What follows belongs to an exercise in optimizing a design on an open flow for small area; a production flow would make more cautious choices. Only simulation tests tie the RTL to the original design; equivalence was not proved. No activity file was given, so power comes from the tool's default toggle rates.

## job 3834
==> module spi_ram_predec_n, before the edit <==
module spi_ram_predec_n (
  input  logic [3:0]  a,
  output logic [15:0] y_n
);
  logic [3:0] a_n;
  for (genvar k = 0; k < 4; k++) begin : g_inv
    spi_ram_inv u_inv (.a(a[k]), .y(a_n[k]));
  end
  for (genvar i = 0; i < 16; i++) begin : g_y
    spi_ram_nand4 u_nand (
      .a(i[0] ? a[0] : a_n[0]),
      .b(i[1] ? a[1] : a_n[1]),
      .c(i[2] ? a[2] : a_n[2]),
      .d(i[3] ? a[3] : a_n[3]),
      .y(y_n[i])
    );
  end
endmodule
clock: 4.0 ns
lec_check: 0
cap_margin: 20
core_margin: 2
core_utilization: 60
cts_buf_list: sky130_fd_sc_hd__clkbuf_16
cts_cluster_diameter: 100
cts_cluster_size: 26
setup_slack_margin: 0.3
slew_margin: 20
synth_hierarchical: 1
run.sh (not shown) runs the stock make flow with config.mk's settings and CLKGATE_MAP_FILE= SYNTH_SCRIPT=/design/flow/synth_recipe.tcl, a recipe that flattens the netlist after the stock synthesis.
Inputs modified between job 3834 and job 7289:
==> flow/design.v, changed modules only <==
module spi_ram_predec_n (
  input  logic [3:0]  a,
  output logic [15:0] y_n
);
  for (genvar i = 0; i < 16; i++) begin : g_y
    assign y_n[i] = ~(a == 4'(i));
  end
endmodule
Findings:
Job 7289 completed every stage of the flow, and the final layout passed the timing, design-rule and antenna checks.
From job 3834 to job 7289 the numbers moved as follows: share of the cycle needed by the critical path after routing now sits lower, number of ports placed on the die boundary about even.
Looking at cell count, job 7289 sits below job 3834.
Of the two candidates, job 3834 has the worse total vias in the final route and job 7289 the better one.
Signed area change from the synthesized netlist to the final layout delta for job 7289 relative to job 3834: 0.43 points lower
Job 7289 against job 3834: final-layout worst hold slack about even; proportion of layout cells with a drive suffix above 1 shows no meaningful change.
Comparing job 3834 and job 7289, the higher areal power density over the cells is on job 7289.

========
## main
The RTL this note starts from:
==> flow/design.v <==
module spi_ram_oai22 (
  input  logic a1, a2, b1, b2,
  output logic y
);
  assign y = ~((a1 | a2) & (b1 | b2));
endmodule
module spi_ram_aoi222 (
  input  logic a1, a2, b1, b2, c1, c2,
  output logic y
);
  assign y = ~((a1 & a2) | (b1 & b2) | (c1 & c2));
endmodule
module spi_ram_nor2 (
  input  logic a, b,
  output logic y
);
  assign y = ~(a | b);
endmodule
module spi_ram_nand2 (
  input  logic a, b,
  output logic y
);
  assign y = ~(a & b);
endmodule
module spi_ram_predec (
  input  logic [3:0]  a,
  input  logic        en,
  output logic [15:0] y
);
  for (genvar i = 0; i < 16; i++) begin : g_y
    assign y[i] = en & (a == 4'(i));
  end
endmodule
module spi_ram_inv (
  input  logic a,
  output logic y
);
  assign y = ~a;
endmodule
module spi_ram_predec_n (
  input  logic [3:0]  a,
  output logic [15:0] y_n
);
  for (genvar i = 0; i < 16; i++) begin : g_y
    assign y_n[i] = ~(a == 4'(i));
  end
endmodule
module spi_ram_nand4 (
  input  logic a, b, c, d,
  output logic y
);
  assign y = ~(a & b & c & d);
endmodule
module spi_ram_nor4 (
  input  logic a, b, c, d,
  output logic y
);
  assign y = ~(a | b | c | d);
endmodule
module spi_ram_nand3 (
  input  logic a, b, c,
  output logic y
);
  assign y = ~(a & b & c);
endmodule
module spi_ram #(
  parameter int MEM_DEPTH = 256,
  parameter int ADDR_SIZE = 8
) (
  input  logic       clk,
  input  logic       rst,
  input  logic [9:0] rx_data,
  input  logic       rx_valid,
  output logic [7:0] tx_data,
  output logic       tx_valid
);
  logic [8*MEM_DEPTH-1:0] mem_q, mem_d;
  logic                   phase_q;
  logic [ADDR_SIZE-1:0]   wr_addr_q, rd_addr_q;
  logic                   tx_valid_q;
  logic cmd_wr_addr, cmd_wr_data, cmd_rd_addr, cmd_rd_data;
  assign cmd_wr_addr = rx_valid & (rx_data[9:8] == 2'b00);
  assign cmd_wr_data = rx_valid & (rx_data[9:8] == 2'b01);
  assign cmd_rd_addr = rx_valid & (rx_data[9:8] == 2'b10);
  assign cmd_rd_data = rx_valid & (rx_data[9:8] == 2'b11);
  logic [ADDR_SIZE-1:0] wr_addr_d, rd_addr_d;
  always_comb begin
    wr_addr_d = wr_addr_q;
    if (cmd_wr_addr) wr_addr_d = rx_data[ADDR_SIZE-1:0];
    else if (cmd_wr_data) wr_addr_d = wr_addr_q + ADDR_SIZE'(1);
    rd_addr_d = rd_addr_q;
    if (cmd_rd_addr) rd_addr_d = rx_data[ADDR_SIZE-1:0];
    else if (cmd_rd_data) rd_addr_d = rd_addr_q + ADDR_SIZE'(1);
  end
  logic [15:0] whi, wlo;
  spi_ram_predec u_whi (.a(wr_addr_q[7:4]), .en(cmd_wr_data & ~rst), .y(whi));
  spi_ram_predec u_wlo (.a(wr_addr_q[3:0]), .en(1'b1),               .y(wlo));
  logic [7:0] wdata;
  assign wdata = rx_data[7:0] ^ {8{phase_q}};
  logic [MEM_DEPTH-1:0] row_we, row_we_n;
  for (genvar r = 0; r < MEM_DEPTH; r++) begin : g_row
    spi_ram_nand2 u_we_n (.a(whi[r/16]), .b(wlo[r%16]), .y(row_we_n[r]));
    spi_ram_inv   u_we   (.a(row_we_n[r]), .y(row_we[r]));
    for (genvar b = 0; b < 8; b++) begin : g_bit
      spi_ram_oai22 u_cell (
        .a1(mem_q[8*r+b]), .a2(row_we[r]),
        .b1(row_we_n[r]),  .b2(wdata[b]),
        .y (mem_d[8*r+b])
      );
    end
  end
  always_ff @(posedge clk) begin
    mem_q   <= mem_d;
    phase_q <= ~phase_q;
  end
  logic [15:0] rhi_n, rlo_n;
  spi_ram_predec_n u_rhi (.a(rd_addr_q[7:4]), .y_n(rhi_n));
  spi_ram_predec_n u_rlo (.a(rd_addr_q[3:0]), .y_n(rlo_n));
  logic [MEM_DEPTH-1:0] row_rd;
  for (genvar r = 0; r < MEM_DEPTH; r++) begin : g_rsel
    spi_ram_nor2 u_rd (.a(rhi_n[r/16]), .b(rlo_n[r%16]), .y(row_rd[r]));
  end
  logic [7:0] rpart0, rpart1;
  for (genvar b = 0; b < 8; b++) begin : g_rbit
    logic [85:0] term_n;
    logic [21:0] or1;
    logic [5:0]  or2_n;
    for (genvar g = 0; g < 85; g++) begin : g_t3
      spi_ram_aoi222 u_aoi (
        .a1(row_rd[3*g]),   .a2(mem_q[8*(3*g)+b]),
        .b1(row_rd[3*g+1]), .b2(mem_q[8*(3*g+1)+b]),
        .c1(row_rd[3*g+2]), .c2(mem_q[8*(3*g+2)+b]),
        .y (term_n[g])
      );
    end
    spi_ram_nand2 u_last (.a(row_rd[255]), .b(mem_q[8*255+b]), .y(term_n[85]));
    for (genvar g = 0; g < 21; g++) begin : g_l1
      spi_ram_nand4 u_nand (.a(term_n[4*g]), .b(term_n[4*g+1]), .c(term_n[4*g+2]), .d(term_n[4*g+3]),
                            .y(or1[g]));
    end
    spi_ram_nand2 u_l1_last (.a(term_n[84]), .b(term_n[85]), .y(or1[21]));
    for (genvar g = 0; g < 5; g++) begin : g_l2
      spi_ram_nor4 u_nor (.a(or1[4*g]), .b(or1[4*g+1]), .c(or1[4*g+2]), .d(or1[4*g+3]),
                          .y(or2_n[g]));
    end
    spi_ram_nor2 u_l2_last (.a(or1[20]), .b(or1[21]), .y(or2_n[5]));
    spi_ram_nand3 u_p0 (.a(or2_n[0]), .b(or2_n[1]), .c(or2_n[2]), .y(rpart0[b]));
    spi_ram_nand3 u_p1 (.a(or2_n[3]), .b(or2_n[4]), .c(or2_n[5]), .y(rpart1[b]));
  end
  always_ff @(posedge clk or posedge rst) begin
    if (rst) begin
      wr_addr_q  <= '0;
      rd_addr_q  <= '0;
      tx_valid_q <= 1'b0;
    end else begin
      wr_addr_q  <= wr_addr_d;
      rd_addr_q  <= rd_addr_d;
      tx_valid_q <= cmd_rd_data;
    end
  end
  logic [7:0] rpart0_q, rpart1_q;
  always_ff @(posedge clk) begin
    rpart0_q <= rpart0;
    rpart1_q <= rpart1;
  end
  assign tx_data  = (rpart0_q | rpart1_q) ^ {8{~phase_q}};
  assign tx_valid = tx_valid_q;
endmodule
Settings: LEC_CHECK=0, CAP_MARGIN=20, CORE_MARGIN=2, CORE_UTILIZATION=60, CTS_BUF_LIST=sky130_fd_sc_hd__clkbuf_16, CTS_CLUSTER_DIAMETER=80, CTS_CLUSTER_SIZE=24, SETUP_SLACK_MARGIN=0.3, SLEW_MARGIN=20, SYNTH_HIERARCHICAL=1; clock period 4.0 ns.
### main -> the feature branch
==> flow/design.v, changed modules only <==
module spi_ram_predec_n (
  input  logic [3:0]  a,
  output logic [15:0] y_n
);
  logic [3:0] a_n;
  for (genvar k = 0; k < 4; k++) begin : g_inv
    spi_ram_inv u_inv (.a(a[k]), .y(a_n[k]));
  end
  for (genvar i = 0; i < 16; i++) begin : g_y
    spi_ram_nand4 u_nand (
      .a(i[0] ? a[0] : a_n[0]),
      .b(i[1] ? a[1] : a_n[1]),
      .c(i[2] ? a[2] : a_n[2]),
      .d(i[3] ? a[3] : a_n[3]),
      .y(y_n[i])
    );
  end
endmodule
### Flow results
Per the comparison of the feature branch with main, count of non-CTS inverters in the layout shows an increase of 8, worst setup slack shows an increase of 100 ps, synthesized-area fraction occupied by xor and xnor cells shows no meaningful change, fraction of final layout cells with drive strength greater than 1 shows an increase of 0.28 points, area of the multi-input gates shows a reduction of 99 µm². Of the feature branch and main, the run reporting the lower final period utilization was the feature branch. [the feature branch] non-clock buffer count rose 28 relative to main. On arithmetic-cell share of the synthesized area counting full adders, half adders and majority gates, the feature branch and main are neck and neck. The final reports for the feature branch and main show total global-route track usage higher in the former. Fmax: the feature branch higher than main. Combinational cell fraction of total power of the feature branch is on par with main. Largest buffer count on any clock path: main vs the feature branch identical.

[separate check: timing with driven ports]
No port has a modelled driver above. Below, the same layouts with a new extraction and two added sets of constraints.
Step 1: set_driving_cell puts a clkbuf_16 on clk and a buf_2 on each other input, an assumption about the parent block.
Step 2 times the ports against the registers' clock, not the clock port: input delays grow and output delays shrink by t, the midpoint of the rising clock arrivals with the driver on.
Slacks: no drivers / after step 1 / after step 2; pairs: no drivers / after step 1.
run | t, ns | slack for setup (ns) | worst setup path at the end
job 3834 | 0.807 | 0.250 / 0.250 / 0.250 | register to register
job 7289 | 0.796 | 0.288 / 0.288 / -0.045 | input to register
main | 0.784 | 0.234 / 0.234 / -0.040 | input to register
the feature branch | 0.793 | 0.338 / 0.338 / 0.278 | input to register
Met with ideal ports but missed after step 2: setup timing in job 7289 and main. The setup slack of job 7289, which loses most, moves by 0.000 ns with the drivers and by -0.333 ns with both steps.
